From an optimization exercise on the open Yosys and OpenROAD flow, aimed at small area, a short achievable clock period and few clock cycles per item; shortcuts taken in it are not production practice. Function was checked by simulation only, so behaviour that the tests miss may differ from the original. Power is estimated from default activity; no workload was simulated.

==> try-lagoon <==
==> flow/design.v (excerpt) <==
module queued_sine_tone_generator_core (
    input  logic                   clk,
    input  logic                   rst_n,
    input  logic                   cfg_write,
    input  logic      [15:0]       cfg_data,
    input  logic                   item_valid,
    output logic                   item_stall,
    input  logic      [47:0]       item,
    output logic                   result_valid,
    input  logic                   result_stall,
    output logic [22:0]            result
);
Settings: LEC_CHECK=0, CAP_MARGIN=20, CORE_MARGIN=2, CORE_UTILIZATION=60, CTS_BUF_LIST=sky130_fd_sc_hd__clkbuf_8, SETUP_SLACK_MARGIN=5, SLEW_MARGIN=20; clock period 10.0 ns.
run.sh (not shown) runs the stock make flow with config.mk's settings and CLKGATE_MAP_FILE= SYNTH_SCRIPT=/design/flow/synth_recipe.tcl, a recipe that flattens the netlist after the stock synthesis.
==> try-cedar: changes against try-lagoon <==
--- a/flow/design.v
+++ b/flow/design.v
@@ -312,18 +312,20 @@
     input  logic        clk,
     input  logic        rst_n,
     input  logic        hold,
     input  logic        in_valid,
     input  logic [14:0] amp,
+    input  logic [16:0] amp3,
     input  logic [15:0] entry,
     input  logic        neg,
     input  logic [6:0]  info,
     output logic        out_valid,
     output logic [22:0] out_data
 );
     logic        v1;
     logic [14:0] amp1;
+    logic [16:0] amp31;
     logic [15:0] entry1;
     logic        neg1;
     logic [6:0]  info1;
     logic        v2;
     logic [19:0] x2;
@@ -332,10 +334,37 @@
     logic        neg2;
     logic [6:0]  info2;
     logic [20:0] px;
     logic [19:0] py;
     logic [19:0] pz;
+    logic [20:0] py_w;
+    logic [20:0] pz_w;
+    function automatic logic [16:0] pp(input logic [1:0] d, input logic [14:0] a,
+                                       input logic [16:0] a3);
+        logic [16:0] v;
+        case (d)
+            2'd0: v = 17'd0;
+            2'd1: v = {2'b00, a};
+            2'd2: v = {1'b0, a, 1'b0};
+            default: v = a3;
+        endcase
+        pp = v;
+    endfunction
+    function automatic logic [20:0] sum3(input logic [16:0] r0, input logic [16:0] r1,
+                                         input logic [16:0] r2);
+        logic [20:0] a;
+        logic [20:0] b;
+        logic [20:0] c;
+        logic [20:0] sv;
+        logic [20:0] cv;
+        a  = {4'd0, r0};
+        b  = {2'd0, r1, 2'd0};
+        c  = {r2, 4'd0};
+        sv = a ^ b ^ c;
+        cv = {((a[19:0] & b[19:0]) | (a[19:0] & c[19:0]) | (b[19:0] & c[19:0])), 1'b0};
+        sum3 = sv + cv;
+    endfunction
     logic [25:0] o1;
     logic [25:0] o2;
     logic [25:0] o3;
     logic [25:0] o4;
     logic [25:0] s1;
@@ -343,13 +372,18 @@
     logic [25:0] s2;
     logic [25:0] k2;
     logic [25:0] tot;
     always_comb
     begin
-        px = amp1 * entry1[15:10];
-        py = amp1 * entry1[9:5];
-        pz = amp1 * entry1[4:0];
+        px = sum3(pp(entry1[11:10], amp1, amp31), pp(entry1[13:12], amp1, amp31),
+                  pp(entry1[15:14], amp1, amp31));
+        py_w = sum3(pp(entry1[6:5], amp1, amp31), pp(entry1[8:7], amp1, amp31),
+                    pp({1'b0, entry1[9]}, amp1, amp31));
+        pz_w = sum3(pp(entry1[1:0], amp1, amp31), pp(entry1[3:2], amp1, amp31),
+                    pp({1'b0, entry1[4]}, amp1, amp31));
+        py = py_w[19:0];
+        pz = pz_w[19:0];
         o1 = {{1{neg2}}, ({20{neg2}} ^ x2), {5{neg2}}};
         o2 = {{6{neg2}}, ({20{neg2}} ^ y2)};
         o3 = {{11{neg2}}, ({15{neg2}} ^ z2)};
         o4 = neg2 ? 26'd1026 : 26'd0;
         s1  = o1 ^ o2 ^ o3;
@@ -374,10 +408,11 @@
     always_ff @(posedge clk)
     begin
         if (!hold)
         begin
             amp1   <= amp;
+            amp31  <= amp3;
             entry1 <= entry;
             neg1   <= neg;
             info1  <= info;
             x2     <= px[19:0];
             y2     <= py;
@@ -724,20 +759,22 @@
         begin
             stall_r <= stall_nx;
         end
     end
     assign item_stall = stall_r;
+    logic        eact;
     logic [15:0] div_d;
     logic [17:0] div_d3;
     logic [15:0] div_r;
     logic [31:0] div_dq;
     logic [17:0] mul_sum;
-    assign div_d  = ediv1000 ? 16'd1000 : rate;
-    assign div_d3 = ediv1000 ? 18'd3000 : rate3;
+    assign eact   = ebusy;
+    assign div_d  = (eact && ediv1000) ? 16'd1000 : rate;
+    assign div_d3 = (eact && ediv1000) ? 18'd3000 : rate3;
     qstg_divider u_div (
-        .rem_in   (er),
-        .dq_in    (dq),
+        .rem_in   (eact ? er : {1'b0, item[45:31]}),
+        .dq_in    (eact ? dq : 32'd0),
         .divisor  (div_d),
         .divisor3 (div_d3),
         .rem_out  (div_r),
         .dq_out   (div_dq)
     );
@@ -788,11 +825,10 @@
     logic        st_pe3;
     logic        xl_go;
     logic [15:0] dx;
     logic        dx_s0;
     logic        dx_s2;
-    logic        dx_s6;
     assign st_any   = (!ebusy || cancel_d) && !bigrdy;
     assign st_ph    = st_any && phn;
     assign hd_eng   = !dm[22] && (dm != 23'd0);
     assign hd_set   = st_any && !phn && cpend && !cstep && q_ne && !rd_m && !hd_eng;
     assign st_hd    = st_any && !phn && cpend && !cstep && q_ne && !rd_m && hd_eng;
@@ -807,17 +843,16 @@
     assign st_e3    = st_any && !phn && !cpend && abv && !st_bg && !need_e4 && spec_e3;
     assign pq_emp   = (v0 && (op0 == 2'd2)) || (!q_ne && !(v0 && (op0 == 2'd0)));
     assign pspec    = item_valid && !item_stall && (item[47:46] == 2'd0) && !prev && !rz &&
                       !(item[15:0] < {6'd0, thr}) && !(rbig && (item[15:0] > BIG_LIMIT)) &&
                       ({1'b0, item[45:31]} < rate) && pq_emp;
-    assign st_pe3   = st_any && !phn && !cpend && abv && !st_bg && !need_e4 && !spec_e3 && pspec;
+    assign st_pe3   = st_any && !ebusy && !phn && !cpend && abv && !st_bg && !need_e4 && !spec_e3 && pspec;
     assign st_xl    = st_any && !phn && !cpend && abv && !st_bg && !need_e4 && need_e3 && !pspec;
     assign xl_go    = ebusy && (ejob == J_XL) && !cancel_d;
     assign dx    = xl_go ? er : (need_e4 ? r : {1'b0, f0});
     assign dx_s0 = (dx < rate);
     assign dx_s2 = ({2'b00, dx[15:2]} < rate);
-    assign dx_s6 = ({6'd0, dx[15:6]} < rate);
     always_ff @(posedge clk or negedge rst_n)
     begin
         if (!rst_n)
         begin
             ebusy <= 1'b0;
@@ -829,13 +864,21 @@
         else if (cancel || fin_e3 || fin_e4 || fin_ab || fin_ph || fin_hd || fin_en || fin_bg)
         begin
             ebusy <= 1'b0;
         end
     end
+    logic div_run;
+    assign div_run = ebusy && !emul && (ejob != J_XL) && !cancel_d;
     always_ff @(posedge clk)
     begin
-        if (st_ph || st_hd || st_en || st_bg)
+        if (div_run)
+        begin
+            ecnt <= ecnt - 5'd1;
+            er   <= div_r;
+            dq   <= div_dq;
+        end
+        else if (st_ph || st_hd || st_en || st_bg)
         begin
             emul <= 1'b1;
             ecnt <= 5'd16;
             eh   <= 1'b0;
             if (st_ph)
@@ -880,13 +923,13 @@
         else if (st_pe3)
         begin
             ejob     <= J_E3;
             emul     <= 1'b0;
             ediv1000 <= 1'b0;
-            ecnt     <= 5'd5;
-            er       <= {1'b0, item[45:31]};
-            dq       <= 32'd0;
+            ecnt     <= 5'd4;
+            er       <= div_r;
+            dq       <= div_dq;
         end
         else if (st_e4 || st_e3 || xl_go)
         begin
             ejob     <= st_e4 ? J_E4 : J_E3;
             emul     <= 1'b0;
@@ -901,16 +944,10 @@
             begin
                 ecnt <= 5'd6;
                 er   <= {2'b00, dx[15:2]};
                 dq   <= {dx[1:0], 30'd0};
             end
-            else if (dx_s6)
-            begin
-                ecnt <= 5'd8;
-                er   <= {6'd0, dx[15:6]};
-                dq   <= {dx[5:0], 26'd0};
-            end
             else
             begin
                 ecnt <= 5'd14;
                 er   <= 16'd0;
                 dq   <= {2'b00, dx, 14'd0};
@@ -928,16 +965,10 @@
         begin
             ecnt     <= ecnt - 5'd1;
             {eh, er} <= mul_sum[17:1];
             dq[15:0] <= {mul_sum[0], dq[15:1]};
         end
-        else if (ebusy)
-        begin
-            ecnt <= ecnt - 5'd1;
-            er   <= div_r;
-            dq   <= div_dq;
-        end
     end
     always_ff @(posedge clk or negedge rst_n)
     begin
         if (!rst_n)
         begin
@@ -1216,22 +1247,32 @@
                 mc[i*22 +: 22] <= wc;
                 mm[i]          <= wm;
             end
         end
     end
-    always_ff @(posedge clk)
+    always_ff @(posedge clk or negedge rst_n)
     begin
-        rate3 <= {1'b0, rate, 1'b0} + {2'b00, rate};
+        if (!rst_n)
+        begin
+            rate3 <= 18'd132300;
+        end
+        else if (cfg_write)
+        begin
+            rate3 <= {1'b0, cfg_data, 1'b0} + {2'b00, cfg_data};
+        end
     end
     logic        dp_valid;
     logic [22:0] dp_data;
+    logic [14:0] dp_amp;
+    assign dp_amp = (smp_do && !rz) ? rd_a : 15'd0;
     qstg_datapath u_dp (
         .clk       (clk),
         .rst_n     (rst_n),
         .hold      (hold),
         .in_valid  (go),
-        .amp       ((smp_do && !rz) ? rd_a : 15'd0),
+        .amp       (dp_amp),
+        .amp3      ({1'b0, dp_amp, 1'b0} + {2'b00, dp_amp}),
         .entry     (peak ? 16'h8000 : {1'b0, rom_data}),
         .neg       (idx[9]),
         .info      ({smp_do, dropf, used_nx}),
         .out_valid (dp_valid),
         .out_data  (dp_data)
==> flow/flow/run.sh (new file) <==
#!/bin/bash
set -o pipefail
{ echo "== standard.sh"; cat standard.sh; echo "== config.mk"; cat config.mk; echo "== constraint.sdc"; cat constraint.sdc; } > flow_info.log 2>&1
export SETUP_SLACK_MARGIN=5.5
bash standard.sh > standard.log 2>&1
==> flow/standard.sh (new file) <==
#!/bin/bash
# synth_recipe.tcl (not shown) runs the flow's synth.tcl, then flattens the netlist and writes it again
# the make line also repeats each setting of config.mk as NAME=value (left out here)
make -C /OpenROAD-flow-scripts/flow DESIGN_CONFIG=/design/flow/config.mk WORK_HOME=/design/flow/orfs CLKGATE_MAP_FILE= SYNTH_SCRIPT=/design/flow/synth_recipe.tcl "${@:-finish}"
CORE_UTILIZATION = 55   (was 60)
SETUP_SLACK_MARGIN = not set   (was 5)
removed: flow/run.sh
==> try-fjord: changes against try-lagoon <==
--- a/flow/design.v
+++ b/flow/design.v
@@ -724,20 +724,22 @@
         begin
             stall_r <= stall_nx;
         end
     end
     assign item_stall = stall_r;
+    logic        eact;
     logic [15:0] div_d;
     logic [17:0] div_d3;
     logic [15:0] div_r;
     logic [31:0] div_dq;
     logic [17:0] mul_sum;
-    assign div_d  = ediv1000 ? 16'd1000 : rate;
-    assign div_d3 = ediv1000 ? 18'd3000 : rate3;
+    assign eact   = ebusy;
+    assign div_d  = (eact && ediv1000) ? 16'd1000 : rate;
+    assign div_d3 = (eact && ediv1000) ? 18'd3000 : rate3;
     qstg_divider u_div (
-        .rem_in   (er),
-        .dq_in    (dq),
+        .rem_in   (eact ? er : {1'b0, item[45:31]}),
+        .dq_in    (eact ? dq : 32'd0),
         .divisor  (div_d),
         .divisor3 (div_d3),
         .rem_out  (div_r),
         .dq_out   (div_dq)
     );
@@ -807,11 +809,11 @@
     assign st_e3    = st_any && !phn && !cpend && abv && !st_bg && !need_e4 && spec_e3;
     assign pq_emp   = (v0 && (op0 == 2'd2)) || (!q_ne && !(v0 && (op0 == 2'd0)));
     assign pspec    = item_valid && !item_stall && (item[47:46] == 2'd0) && !prev && !rz &&
                       !(item[15:0] < {6'd0, thr}) && !(rbig && (item[15:0] > BIG_LIMIT)) &&
                       ({1'b0, item[45:31]} < rate) && pq_emp;
-    assign st_pe3   = st_any && !phn && !cpend && abv && !st_bg && !need_e4 && !spec_e3 && pspec;
+    assign st_pe3   = st_any && !ebusy && !phn && !cpend && abv && !st_bg && !need_e4 && !spec_e3 && pspec;
     assign st_xl    = st_any && !phn && !cpend && abv && !st_bg && !need_e4 && need_e3 && !pspec;
     assign xl_go    = ebusy && (ejob == J_XL) && !cancel_d;
     assign dx    = xl_go ? er : (need_e4 ? r : {1'b0, f0});
     assign dx_s0 = (dx < rate);
     assign dx_s2 = ({2'b00, dx[15:2]} < rate);
@@ -829,13 +831,21 @@
         else if (cancel || fin_e3 || fin_e4 || fin_ab || fin_ph || fin_hd || fin_en || fin_bg)
         begin
             ebusy <= 1'b0;
         end
     end
+    logic div_run;
+    assign div_run = ebusy && !emul && (ejob != J_XL) && !cancel_d;
     always_ff @(posedge clk)
     begin
-        if (st_ph || st_hd || st_en || st_bg)
+        if (div_run)
+        begin
+            ecnt <= ecnt - 5'd1;
+            er   <= div_r;
+            dq   <= div_dq;
+        end
+        else if (st_ph || st_hd || st_en || st_bg)
         begin
             emul <= 1'b1;
             ecnt <= 5'd16;
             eh   <= 1'b0;
             if (st_ph)
@@ -880,13 +890,13 @@
         else if (st_pe3)
         begin
             ejob     <= J_E3;
             emul     <= 1'b0;
             ediv1000 <= 1'b0;
-            ecnt     <= 5'd5;
-            er       <= {1'b0, item[45:31]};
-            dq       <= 32'd0;
+            ecnt     <= 5'd4;
+            er       <= div_r;
+            dq       <= div_dq;
         end
         else if (st_e4 || st_e3 || xl_go)
         begin
             ejob     <= st_e4 ? J_E4 : J_E3;
             emul     <= 1'b0;
@@ -928,16 +938,10 @@
         begin
             ecnt     <= ecnt - 5'd1;
             {eh, er} <= mul_sum[17:1];
             dq[15:0] <= {mul_sum[0], dq[15:1]};
         end
-        else if (ebusy)
-        begin
-            ecnt <= ecnt - 5'd1;
-            er   <= div_r;
-            dq   <= div_dq;
-        end
     end
     always_ff @(posedge clk or negedge rst_n)
     begin
         if (!rst_n)
         begin
@@ -1216,13 +1220,20 @@
                 mc[i*22 +: 22] <= wc;
                 mm[i]          <= wm;
             end
         end
     end
-    always_ff @(posedge clk)
+    always_ff @(posedge clk or negedge rst_n)
     begin
-        rate3 <= {1'b0, rate, 1'b0} + {2'b00, rate};
+        if (!rst_n)
+        begin
+            rate3 <= 18'd132300;
+        end
+        else if (cfg_write)
+        begin
+            rate3 <= {1'b0, cfg_data, 1'b0} + {2'b00, cfg_data};
+        end
     end
     logic        dp_valid;
     logic [22:0] dp_data;
     qstg_datapath u_dp (
         .clk       (clk),
==> flow/flow/run.sh (new file) <==
#!/bin/bash
set -o pipefail
{ echo "== standard.sh"; cat standard.sh; echo "== config.mk"; cat config.mk; echo "== constraint.sdc"; cat constraint.sdc; } > flow_info.log 2>&1
export SETUP_SLACK_MARGIN=6
bash standard.sh > standard.log 2>&1
==> flow/standard.sh (new file) <==
#!/bin/bash
# synth_recipe.tcl (not shown) runs the flow's synth.tcl, then flattens the netlist and writes it again
# the make line also repeats each setting of config.mk as NAME=value (left out here)
make -C /OpenROAD-flow-scripts/flow DESIGN_CONFIG=/design/flow/config.mk WORK_HOME=/design/flow/orfs CLKGATE_MAP_FILE= SYNTH_SCRIPT=/design/flow/synth_recipe.tcl "${@:-finish}"
CORE_UTILIZATION = 55   (was 60)
SETUP_SLACK_MARGIN = not set   (was 5)
removed: flow/run.sh
==> comparison table <==
                                                                       try-lagoon      try-fjord   try-cedar
Power Sequential                                                          8.15 mW        7.99 mW     8.04 mW
Critical R2R Capture                                                         r[2]        nidx[7]       er[3]
Die area                                                               131000 um2     143000 um2  143000 um2
Number of cell instances on the worst register-to-register path                15             16          10
Global placer's final weighted congestion                                    1.06           1.04        1.01
Count of filler cells inserted in the layout                                 9553          10500       11000
Endpoint of the worst hold-timing path                              u_dp.info2[4]  u_dp.info2[2]   u_dp.neg2
Source-to-sink clock delay at the later pin of the worst-skew pair        1010 ps         990 ps     1040 ps
Num Clock Sinks                                                              1331           1330        1346
Minimum period implied by the final worst setup slack                     4980 ps        4580 ps     4520 ps
Placement-stage cell area                                               79700 um2      80800 um2   80500 um2
Result of the run                                        timing/DRC/antenna clean  timing/DRC/antenna clean  timing/DRC/antenna clean
GR Util met1                                                                54.4%          51.1%       52.4%
Biggest cell delay along the critical path                                 620 ps         680 ps      490 ps
Synthesized cell area                                                   76700 um2      76900 um2   76800 um2
Setup WS pre-CTS                                                          3470 ps        3030 ps     3750 ps
Lkg Pwr                                                                   32.8 nW        36.3 nW     33.7 nW
Clock network power share                                                   19.7%          16.7%       17.7%
Internal Dissipation                                                      13.2 mW        15.9 mW     14.7 mW
Worst Path Max Fanout                                                          25              6           5
Final setup skew                                                          75.4 ps        84.1 ps      110 ps
Testbench counts of try-lagoon, summed over its fixed seeds: cycles 2,272, items 2,048.
Testbench counts of try-cedar, summed over its fixed seeds: cycles 2,245, items 2,048.
Testbench counts of try-fjord, summed over its fixed seeds: cycles 2,245, items 2,048.

==> afterwards: timing with drivers on the ports <==
Ports are ideal in the flow. The routed layouts listed here were re-timed in OpenROAD.
Step 1, drivers: a clkbuf_16 drives clk and a buf_2 each remaining input, both assumed.
Step 2 times the ports against the registers' clock, not the clock port: input delays grow and output delays shrink by t, the midpoint of the rising clock arrivals with the driver on.
a / b / c = ideal / step 1 / step 2; a / b = the first two.
| run | shift t [ns] | setup slack, ns | hold slack, ns |
|---|---|---|---|
| try-lagoon | 1.046 | 5.024 / 5.056 / 4.027 | 0.422 / 0.422 / 0.422 |
| try-cedar | 1.079 | 5.480 / 5.463 / 4.455 | 0.423 / 0.423 / 0.423 |
| try-fjord | 1.036 | 5.422 / 5.422 / 4.451 | 0.419 / 0.419 / 0.419 |
After both steps setup and hold are still met in every run listed. The setup slack of try-cedar, which loses most, moves by -0.017 ns with the drivers and by -1.025 ns with both steps.
